This design comes from an exercise in tuning for small area, a short achievable clock period and few clock cycles per item on the open sky130 flow, not from production work. In this exercise RTL edits were held to simulation tests only and were not proved equivalent to the original.

==> flow/design.v <==
module css_color_function_to_rgba (
   input  logic               clock,
   input  logic               reset,
   input  logic               req_valid,
   output logic               req_ready,
   input  logic               req_mode,
   input  logic signed [19:0] req_first_value,
   input  logic signed [19:0] req_second_value,
   input  logic signed [19:0] req_third_value,
   input  logic signed [19:0] req_alpha_value,
   input  logic               req_first_is_percent,
   input  logic               req_second_is_percent,
   input  logic               req_third_is_percent,
   input  logic               req_alpha_is_percent,
   input  logic               req_alpha_given,
   output logic               rsp_valid,
   input  logic               rsp_ready,
   output logic [12:0]        rsp_red_out,
   output logic [12:0]        rsp_green_out,
   output logic [12:0]        rsp_blue_out,
   output logic [12:0]        rsp_alpha_out
);
   function automatic [12:0] q12_pct(input logic signed [19:0] v);
      logic [20:0] w;
      logic [30:0] t;
      w = {1'b0, v[14:0], 5'b0} + {3'b0, v[14:0], 3'b0} + {6'b0, v[14:0]};
      t = {w, 10'b0} - {10'b0, w} + 31'd126976;
      if (v[19] || v == 20'sd0)  q12_pct = 13'd0;
      else if (v > 20'sd25603)   q12_pct = 13'd4096;
      else                       q12_pct = t[30:18];
   endfunction
   function automatic [12:0] q12_byte(input logic signed [19:0] v);
      logic [32:0] t;
      t = {17'b0, v[15:0]} + {9'b0, v[15:0], 8'b0} + {1'b0, v[15:0], 16'b0} + 33'd524288;
      if (v[19] || v == 20'sd0)  q12_byte = 13'd0;
      else if (v > 20'sd65287)   q12_byte = 13'd4096;
      else                       q12_byte = t[32:20];
   endfunction
   logic        en;
   logic        v1, v2, v3;
   logic        ov, sv;
   logic        take_o;
   logic [51:0] data3;
   logic [51:0] o_ff, s_ff;
   assign en        = !sv;
   assign req_ready = en;
   assign take_o    = !ov || rsp_ready;
   always_ff @(posedge clock) begin
      if (reset) begin
         v1 <= 1'b0;
         v2 <= 1'b0;
         v3 <= 1'b0;
         ov <= 1'b0;
         sv <= 1'b0;
      end else begin
         if (en) begin
            v1 <= req_valid;
            v2 <= v1;
            v3 <= v2;
         end
         if (take_o) begin
            ov <= sv || v3;
            sv <= 1'b0;
         end else if (en && v3) begin
            sv <= 1'b1;
         end
      end
   end
   always_ff @(posedge clock) begin
      if (take_o) o_ff <= sv ? s_ff : data3;
      if (!take_o && en) s_ff <= data3;
   end
   assign rsp_valid     = ov;
   assign rsp_red_out   = o_ff[51:39];
   assign rsp_green_out = o_ff[38:26];
   assign rsp_blue_out  = o_ff[25:13];
   assign rsp_alpha_out = o_ff[12:0];
   logic [12:0] sc1, sc2, sc3, sca;
   logic [4:0]  a_hi, a_lo;
   logic [6:0]  hi_t;
   logic [7:0]  t_sum;
   logic [6:0]  t;
   logic [2:0]  sec_in;
   logic [3:0]  m_in;
   always_comb begin
      sc1 = req_first_is_percent ? q12_pct(req_first_value) : q12_byte(req_first_value);
      sc2 = (req_mode || req_second_is_percent) ? q12_pct(req_second_value) : q12_byte(req_second_value);
      sc3 = (req_mode || req_third_is_percent) ? q12_pct(req_third_value) : q12_byte(req_third_value);
      if (!req_alpha_given)              sca = 13'd4096;
      else if (req_alpha_is_percent)     sca = q12_pct(req_alpha_value);
      else if (req_alpha_value[19] || req_alpha_value == 20'sd0) sca = 13'd0;
      else if (req_alpha_value > 20'sd255) sca = 13'd4096;
      else                               sca = {1'b0, req_alpha_value[7:0], 4'b0};
   end
   always_comb begin
      a_hi = req_first_value[19:15];
      a_lo = req_first_value[14:10];
      case (a_hi)
         5'd0: hi_t = 7'd0;
         5'd1: hi_t = 7'd32;
         5'd2: hi_t = 7'd64;
         5'd3: hi_t = 7'd6;
         5'd4: hi_t = 7'd38;
         5'd5: hi_t = 7'd70;
         5'd6: hi_t = 7'd12;
         5'd7: hi_t = 7'd44;
         5'd8: hi_t = 7'd76;
         5'd9: hi_t = 7'd18;
         5'd10: hi_t = 7'd50;
         5'd11: hi_t = 7'd82;
         5'd12: hi_t = 7'd24;
         5'd13: hi_t = 7'd56;
         5'd14: hi_t = 7'd88;
         5'd15: hi_t = 7'd30;
         5'd16: hi_t = 7'd28;
         5'd17: hi_t = 7'd60;
         5'd18: hi_t = 7'd2;
         5'd19: hi_t = 7'd34;
         5'd20: hi_t = 7'd66;
         5'd21: hi_t = 7'd8;
         5'd22: hi_t = 7'd40;
         5'd23: hi_t = 7'd72;
         5'd24: hi_t = 7'd14;
         5'd25: hi_t = 7'd46;
         5'd26: hi_t = 7'd78;
         5'd27: hi_t = 7'd20;
         5'd28: hi_t = 7'd52;
         5'd29: hi_t = 7'd84;
         5'd30: hi_t = 7'd26;
         5'd31: hi_t = 7'd58;
         default: hi_t = 7'd0;
      endcase
      t_sum = {1'b0, hi_t} + {3'b0, a_lo};
      t     = (t_sum >= 8'd90) ? 7'(t_sum - 8'd90) : t_sum[6:0];
      case (t)
         7'd0: {sec_in, m_in} = {3'd0, 4'd0};
         7'd1: {sec_in, m_in} = {3'd0, 4'd1};
         7'd2: {sec_in, m_in} = {3'd0, 4'd2};
         7'd3: {sec_in, m_in} = {3'd0, 4'd3};
         7'd4: {sec_in, m_in} = {3'd0, 4'd4};
         7'd5: {sec_in, m_in} = {3'd0, 4'd5};
         7'd6: {sec_in, m_in} = {3'd0, 4'd6};
         7'd7: {sec_in, m_in} = {3'd0, 4'd7};
         7'd8: {sec_in, m_in} = {3'd0, 4'd8};
         7'd9: {sec_in, m_in} = {3'd0, 4'd9};
         7'd10: {sec_in, m_in} = {3'd0, 4'd10};
         7'd11: {sec_in, m_in} = {3'd0, 4'd11};
         7'd12: {sec_in, m_in} = {3'd0, 4'd12};
         7'd13: {sec_in, m_in} = {3'd0, 4'd13};
         7'd14: {sec_in, m_in} = {3'd0, 4'd14};
         7'd15: {sec_in, m_in} = {3'd1, 4'd0};
         7'd16: {sec_in, m_in} = {3'd1, 4'd1};
         7'd17: {sec_in, m_in} = {3'd1, 4'd2};
         7'd18: {sec_in, m_in} = {3'd1, 4'd3};
         7'd19: {sec_in, m_in} = {3'd1, 4'd4};
         7'd20: {sec_in, m_in} = {3'd1, 4'd5};
         7'd21: {sec_in, m_in} = {3'd1, 4'd6};
         7'd22: {sec_in, m_in} = {3'd1, 4'd7};
         7'd23: {sec_in, m_in} = {3'd1, 4'd8};
         7'd24: {sec_in, m_in} = {3'd1, 4'd9};
         7'd25: {sec_in, m_in} = {3'd1, 4'd10};
         7'd26: {sec_in, m_in} = {3'd1, 4'd11};
         7'd27: {sec_in, m_in} = {3'd1, 4'd12};
         7'd28: {sec_in, m_in} = {3'd1, 4'd13};
         7'd29: {sec_in, m_in} = {3'd1, 4'd14};
         7'd30: {sec_in, m_in} = {3'd2, 4'd0};
         7'd31: {sec_in, m_in} = {3'd2, 4'd1};
         7'd32: {sec_in, m_in} = {3'd2, 4'd2};
         7'd33: {sec_in, m_in} = {3'd2, 4'd3};
         7'd34: {sec_in, m_in} = {3'd2, 4'd4};
         7'd35: {sec_in, m_in} = {3'd2, 4'd5};
         7'd36: {sec_in, m_in} = {3'd2, 4'd6};
         7'd37: {sec_in, m_in} = {3'd2, 4'd7};
         7'd38: {sec_in, m_in} = {3'd2, 4'd8};
         7'd39: {sec_in, m_in} = {3'd2, 4'd9};
         7'd40: {sec_in, m_in} = {3'd2, 4'd10};
         7'd41: {sec_in, m_in} = {3'd2, 4'd11};
         7'd42: {sec_in, m_in} = {3'd2, 4'd12};
         7'd43: {sec_in, m_in} = {3'd2, 4'd13};
         7'd44: {sec_in, m_in} = {3'd2, 4'd14};
         7'd45: {sec_in, m_in} = {3'd3, 4'd0};
         7'd46: {sec_in, m_in} = {3'd3, 4'd1};
         7'd47: {sec_in, m_in} = {3'd3, 4'd2};
         7'd48: {sec_in, m_in} = {3'd3, 4'd3};
         7'd49: {sec_in, m_in} = {3'd3, 4'd4};
         7'd50: {sec_in, m_in} = {3'd3, 4'd5};
         7'd51: {sec_in, m_in} = {3'd3, 4'd6};
         7'd52: {sec_in, m_in} = {3'd3, 4'd7};
         7'd53: {sec_in, m_in} = {3'd3, 4'd8};
         7'd54: {sec_in, m_in} = {3'd3, 4'd9};
         7'd55: {sec_in, m_in} = {3'd3, 4'd10};
         7'd56: {sec_in, m_in} = {3'd3, 4'd11};
         7'd57: {sec_in, m_in} = {3'd3, 4'd12};
         7'd58: {sec_in, m_in} = {3'd3, 4'd13};
         7'd59: {sec_in, m_in} = {3'd3, 4'd14};
         7'd60: {sec_in, m_in} = {3'd4, 4'd0};
         7'd61: {sec_in, m_in} = {3'd4, 4'd1};
         7'd62: {sec_in, m_in} = {3'd4, 4'd2};
         7'd63: {sec_in, m_in} = {3'd4, 4'd3};
         7'd64: {sec_in, m_in} = {3'd4, 4'd4};
         7'd65: {sec_in, m_in} = {3'd4, 4'd5};
         7'd66: {sec_in, m_in} = {3'd4, 4'd6};
         7'd67: {sec_in, m_in} = {3'd4, 4'd7};
         7'd68: {sec_in, m_in} = {3'd4, 4'd8};
         7'd69: {sec_in, m_in} = {3'd4, 4'd9};
         7'd70: {sec_in, m_in} = {3'd4, 4'd10};
         7'd71: {sec_in, m_in} = {3'd4, 4'd11};
         7'd72: {sec_in, m_in} = {3'd4, 4'd12};
         7'd73: {sec_in, m_in} = {3'd4, 4'd13};
         7'd74: {sec_in, m_in} = {3'd4, 4'd14};
         7'd75: {sec_in, m_in} = {3'd5, 4'd0};
         7'd76: {sec_in, m_in} = {3'd5, 4'd1};
         7'd77: {sec_in, m_in} = {3'd5, 4'd2};
         7'd78: {sec_in, m_in} = {3'd5, 4'd3};
         7'd79: {sec_in, m_in} = {3'd5, 4'd4};
         7'd80: {sec_in, m_in} = {3'd5, 4'd5};
         7'd81: {sec_in, m_in} = {3'd5, 4'd6};
         7'd82: {sec_in, m_in} = {3'd5, 4'd7};
         7'd83: {sec_in, m_in} = {3'd5, 4'd8};
         7'd84: {sec_in, m_in} = {3'd5, 4'd9};
         7'd85: {sec_in, m_in} = {3'd5, 4'd10};
         7'd86: {sec_in, m_in} = {3'd5, 4'd11};
         7'd87: {sec_in, m_in} = {3'd5, 4'd12};
         7'd88: {sec_in, m_in} = {3'd5, 4'd13};
         7'd89: {sec_in, m_in} = {3'd5, 4'd14};
         default: {sec_in, m_in} = 7'd0;
      endcase
   end
   logic [12:0] a1_ff, g1_ff, b1_ff;
   logic [16:0] x1_ff;
   logic        m1_ff;
   always_ff @(posedge clock) begin
      if (en) begin
         a1_ff <= sca;
         g1_ff <= sc2;
         b1_ff <= sc3;
         x1_ff <= req_mode ? {sec_in, m_in, req_first_value[9:0]} : {4'b0, sc1};
         m1_ff <= req_mode;
      end
   end
   logic        big;
   logic [11:0] lm;
   logic [24:0] sl;
   logic [11:0] e_in;
   always_comb begin
      big  = b1_ff[12] || b1_ff[11];
      lm   = big ? 12'(13'd4096 - b1_ff) : b1_ff[11:0];
      sl   = g1_ff * lm + (big ? 25'd2047 : 25'd2048);
      e_in = sl[23:12];
   end
   logic [12:0] a2_ff, b2_ff, e2_ff;
   logic [16:0] x2_ff;
   logic        m2_ff;
   always_ff @(posedge clock) begin
      if (en) begin
         a2_ff <= a1_ff;
         b2_ff <= b1_ff;
         e2_ff <= m1_ff ? {1'b0, e_in} : g1_ff;
         x2_ff <= x1_ff;
         m2_ff <= m1_ff;
      end
   end
   logic [25:0] ex;
   always_comb begin
      ex = e2_ff[11:0] * x2_ff[13:0] + (x2_ff[14] ? 26'd3839 : 26'd3840);
   end
   logic [12:0] a3_ff, b3_ff, e3_ff;
   logic [16:0] f3_ff;
   logic [2:0]  sec3_ff;
   logic        m3_ff;
   always_ff @(posedge clock) begin
      if (en) begin
         a3_ff   <= a2_ff;
         b3_ff   <= b2_ff;
         e3_ff   <= e2_ff;
         f3_ff   <= m2_ff ? ex[25:9] : x2_ff;
         sec3_ff <= x2_ff[16:14];
         m3_ff   <= m2_ff;
      end
   end
   logic [32:0] rq;
   logic [12:0] rr;
   logic [12:0] hp, hq, mid;
   logic [12:0] r_o, g_o, b_o;
   always_comb begin
      rq  = {16'b0, f3_ff} + {12'b0, f3_ff, 4'b0} + {8'b0, f3_ff, 8'b0} + {4'b0, f3_ff, 12'b0} + 33'd4096;
      rr  = rq[28:16];
      hp  = b3_ff - e3_ff;
      hq  = b3_ff + e3_ff;
      mid = sec3_ff[0] ? (hq - rr) : (hp + rr);
      if (!m3_ff) begin
         r_o = f3_ff[12:0];
         g_o = e3_ff;
         b_o = b3_ff;
      end else begin
         case (sec3_ff)
            3'd0: begin r_o = hq;  g_o = mid; b_o = hp;  end
            3'd1: begin r_o = mid; g_o = hq;  b_o = hp;  end
            3'd2: begin r_o = hp;  g_o = hq;  b_o = mid; end
            3'd3: begin r_o = hp;  g_o = mid; b_o = hq;  end
            3'd4: begin r_o = mid; g_o = hp;  b_o = hq;  end
            default: begin r_o = hq; g_o = hp; b_o = mid; end
         endcase
      end
      data3 = {r_o, g_o, b_o, a3_ff};
   end
endmodule
==> flow/run.sh <==
#!/bin/bash
# synth_recipe.tcl (not shown) runs the flow's synth.tcl, then flattens the netlist and writes it again
# the make line also repeats each setting of config.mk as NAME=value (left out here)
make -C /OpenROAD-flow-scripts/flow DESIGN_CONFIG=/design/flow/config.mk WORK_HOME=/design/flow/orfs CLKGATE_MAP_FILE= SYNTH_SCRIPT=/design/flow/synth_recipe.tcl finish
==> flow/config.mk <==
export PLATFORM = sky130hd
export DESIGN_NAME = css_color_function_to_rgba
export DESIGN_NICKNAME = css_color_function_to_rgba
export VERILOG_FILES = /design/flow/design.v
export SDC_FILE = /design/flow/constraint.sdc
export NUM_CORES = 4
export LEC_CHECK = 0
export CAP_MARGIN = 20
export CORE_MARGIN = 2
export CORE_UTILIZATION = 40
export SLEW_MARGIN = 20
==> flow/constraint.sdc <==
create_clock -name core_clock -period 11.0 [get_ports {clock}]
set_input_delay 2.2000 -clock core_clock [delete_from_list [all_inputs] [get_ports {clock}]]
set_output_delay 2.2000 -clock core_clock [all_outputs]
set_load 0.01 [all_outputs]
==> metrics list <==
- Status: complete, no violations
* Largest area contributor in the synthesized netlist: edfxtp_1
* Max Clock Skew: 20.44 ps
* Kind of start point of the critical path: input pin
- Number of nets in the synthesized netlist: 4733
* Fin crit period: 8861 ps
* Slew at the pin with the worst max-slew slack: 1004 ps
- The die covers 93250 um^2.
- Max clock buf depth: 3
- Biggest area contributors in the synthesized netlist: edfxtp_1 (23%), ha_1 (18%), fa_1 (17%)
* Congestion Overflow GR: 0
- Clock tree from TritonCTS: done
- Number of buffers added for setup after CTS: 0
* Residual DRC count: 0
- The number of antenna violations at the first check in global routing is 1.
- Total of max-cap violations: 0
* Top achievable clock speed: 0.1129 GHz
- The clock tree synthesis step divided the H-tree into 2 levels.
- Worst min-delay path startpoint: b2_ff[9]$_DFFE_PN_
- In this run, placement finished with an instance count of 5044.
- Among cell families on the critical path, the largest total delay comes from compound AO/OA/AOI/OAI gates.
- In this run the standard cell core region covers 90010 um^2.
- Number of global-route vias before repair: 27220
* Total negative setup slack: 0 ps
- The mapped netlist covers 36330 um^2.
* Number of pins exceeding their max-slew limit in the final report: 0
- The clock drives 283 sinks.
* Timing startpoint of the critical path: req_third_value[2]
- Once layout is complete, the cells apart from fillers number 5107.
- Cell occurring most often along the worst timing path: a21oi_1
* Post-cts gate resize count: 0
- Global-route total usage across every layer: 0.1842
- Hold timing on the final database bottoms out at a slack of 414.5 ps.
- DR pass1 iterations: 5
* Skew-Pair Late Insertion Delay: 550 ps
- Critical Path End: b1_ff[12]$_DFFE_PN_
* Count of flip-flops with a built-in enable after synthesis: 278
- The setup check on the worst reg-to-reg path leaves a slack of 3380 ps.
- In the finished design, the share of the clock period the worst path needs comes to 0.8055.
- Of the cells placed in the final design, the portion with a size suffix greater than 1 is 0.05495.
- STA puts the critical path data arrival time at 9200 ps.
- Of the synthesized area, sequential elements account for 0.2325.
- The first global-routing pass estimated 141200 um of wire.
* Unique cell type count in the Yosys netlist: 103
- Crit path max fanout: 6
* Highest cell delay on the worst timing path: 660 ps
- Relative slew margins: 0.3258
* Most numerous cell in the Yosys netlist: inv_1
- After clock tree synthesis, the clock-pin slew on the worst setup and hold paths is 60 ps.
* Predominant post-synthesis flop cell: edfxtp_1
- The routed layout has 26770 vias.
* Unrepaired setup endpoints after global routing: no
* Critical path type: in2reg
- Number of buffer cells added on primary ports: 143
- Gate Count Post-Synth: 3810
- The worst setup path is captured at a flop.
- Detailed placement ended at an HPWL of 67030 um.
* Height of the die: 305.4 um
* Number of failing setup endpoints in the final timing report: 0
* Async set or reset register ratio after synthesis: 0
* FILL cells: 8669
- Initial cell density of the core: 0.4036
- The detail route stage leaves a number of antenna-violating nets equal to 0.
- Synth top cells by count: inv_1 (546), ha_1 (525), nand2_1 (368)
- At the end of routability-driven placement, the weighted congestion stood at 0.8715.
- Die boundary width: 305.4 um
* Worst-case reg-to-reg path depth: 25
* CP max stage cell: clkdlybuf4s50_1
* Cts bufs inserted: 35
- Relative to the synthesized area, the layout overhead comes to 10.62%.
* Instance count on the critical path: 29
- In this run the core area contains 110 standard-cell rows.
- For this block, the initial DRC count from the detailed router was 1434.
- For this run, the number of Yosys warnings is 1.
- Endpoint of the most critical register-to-register path: o_ff[24]$_DFFE_PP_
* Total number of nets in the final design: 4828
- The hold violation count in the final report was 0.
- Antenna diode instance count: 0
* CTS Hold Bufs: 0
- Path class of the lowest-slack min-delay path: reg2reg
* Flip-flop and latch count after synthesis: 283
- Startpoint of the worst-slack reg-to-reg timing path: f3_ff[7]$_DFFE_PN_
* Area share of the largest cell type after synthesis: 0.2298
* Clock root cell: clkbuf_16
- Via-per-instance ratio: 5.241
* Post-detailed-route wirelength per cell: 16.58 um
* Worst path required time: 11340 ps
* Maximum number of pins on one net before global-route repair: 88
- Pin placement for this block handled 144 I/O pins.
- In this run the mean area of a mapped cell was 9.535 um^2.
- The number of buffers and inverters on the critical path is 2.
- For this block, the routed nets add up to 84700 um of wire.
==> cells in the final DEF (no fill, tap or decap), types with 39 or more instances in the layout <==
| cell | n |
|---|---|
| fa_1 | 308 |
| nor2b_1 | 46 |
| nand2_1 | 368 |
| xnor2_1 | 145 |
| and2_1 | 119 |
| nor2_1 | 229 |
| ha_1 | 525 |
| nand3_1 | 46 |
| mux2_2 | 73 |
| nor3_1 | 73 |
| nand2b_1 | 39 |
| edfxtp_1 | 278 |
| o21ai_0 | 122 |
| a21o_1 | 58 |
| a21oi_1 | 156 |
| xor2_1 | 88 |
| inv_1 | 545 |
| clkdlybuf4s50_1 | 143 |
==> worst min path at each step <==
stage               depth (start not counted)  slack [ps]                  to
floorplan                                   0         400  a2_ff[0]$_DFFE_PN_
global placement                            0         400  a3_ff[3]$_DFFE_PN_
detailed placement                          0         400  a2_ff[9]$_DFFE_PN_
CTS                                         0         410  b3_ff[9]$_DFFE_PN_
global route                                0         420  x2_ff[1]$_DFFE_PN_
finish                                      0         410  b3_ff[9]$_DFFE_PN_
==> layout make-up <==
| class | instances | area [um^2] | area share |
|---|---|---|---|
| timing repair buffer | 169 | 1627 | 0.04047 |
| inverter | 546 | 2057 | 0.05118 |
| tap | 1176 | 1471 | 0.03661 |
| clock buffer | 38 | 908.4 | 0.02260 |
| clock inverter | 25 | 257.7 | 0.006413 |
| sequential | 283 | 8448 | 0.2102 |
| multi-input combinational | 2870 | 25420 | 0.6325 |
==> logic make-up after synthesis <==
family | synth area share
AO/OA/AOI/OAI | 0.1226
buffers and inverters | 0.06802
adder cells (fa/ha/maj) | 0.3508
flip-flops | 0.2325
XOR/XNOR | 0.05786
AND/OR/NAND/NOR | 0.1391
multiplexers | 0.02907
==> worst register-to-register path: stages (launching register included) <==
cell and delay, ps:
edfxtp_1 530, fa_1 610, inv_1 70, fa_1 510
inv_1 40, ha_1 280, ha_1 330, nand3_1 140
nor3_2 430, nor2_2 100, a21boi_1 450, nor3_1 70
or2_2 320, ha_1 410, nand3b_1 90, a2111oi_0 550
and4b_1 300, o31ai_4 270, a31oi_1 170, nand3b_1 220
a311oi_1 290, xor2_1 110, mux2i_1 280, a221oi_1 180
mux2_2 330, mux2_4 260
==> state kept, by name (all words and copies together) (netlist names), 17 cells and up <==
register / flops
s_ff: 52
o_ff: 52
x2_ff: 17
x1_ff: 17
f3_ff: 17
==> per-stage QoR <==
stage	util	setup slack [ps]	area [um^2]
6_report	0.4465	2139	40190
5_1_grt	0.4465	1488	40190
4_1_cts	0.4465	2221	40190
3_5_place_dp	0.4335	1688	39020
3_3_place_gp	0.4335	1743	39020
2_1_floorplan	-	2850	36330
==> routing by layer <==
layer,part of all wire,routed length [um],track usage
met3,0.037,3176,0.02108
met5,0.00015,13,0
met4,0.017,1474,0.03517
met2,0.47,39740,0.3099
met1,0.48,40290,0.2565
Testbench counts, summed over its fixed seeds: cycles 16,032, items 16,000.

-- port drivers added, routing unchanged --
How much do the figures lean on ideal ports? The routed layout below was timed once more, with nothing changed but the port constraints. Step 1, drivers: a clkbuf_16 drives clock and a buf_2 each remaining input, both assumed. Step 2, shift: input delay + t, output delay - t, t = (earliest + latest rising clock arrival at the registers) / 2. This alone moves slack from input paths to output paths. a / b / c = no drivers / after step 1 / after step 2; a / b = the first two.
t (ns): 0.597
slack for setup (ns): 2.139 / 2.169 / 1.572
worst setup path after step 2: input to register
clock arrival spread, ns: 0.021 / 0.020
worst slew at a driven data input, ns: 0.04
After both steps setup and hold are still met in this run. For this run, drivers alone change the setup slack by +0.030 ns; drivers and shift together by -0.567 ns.
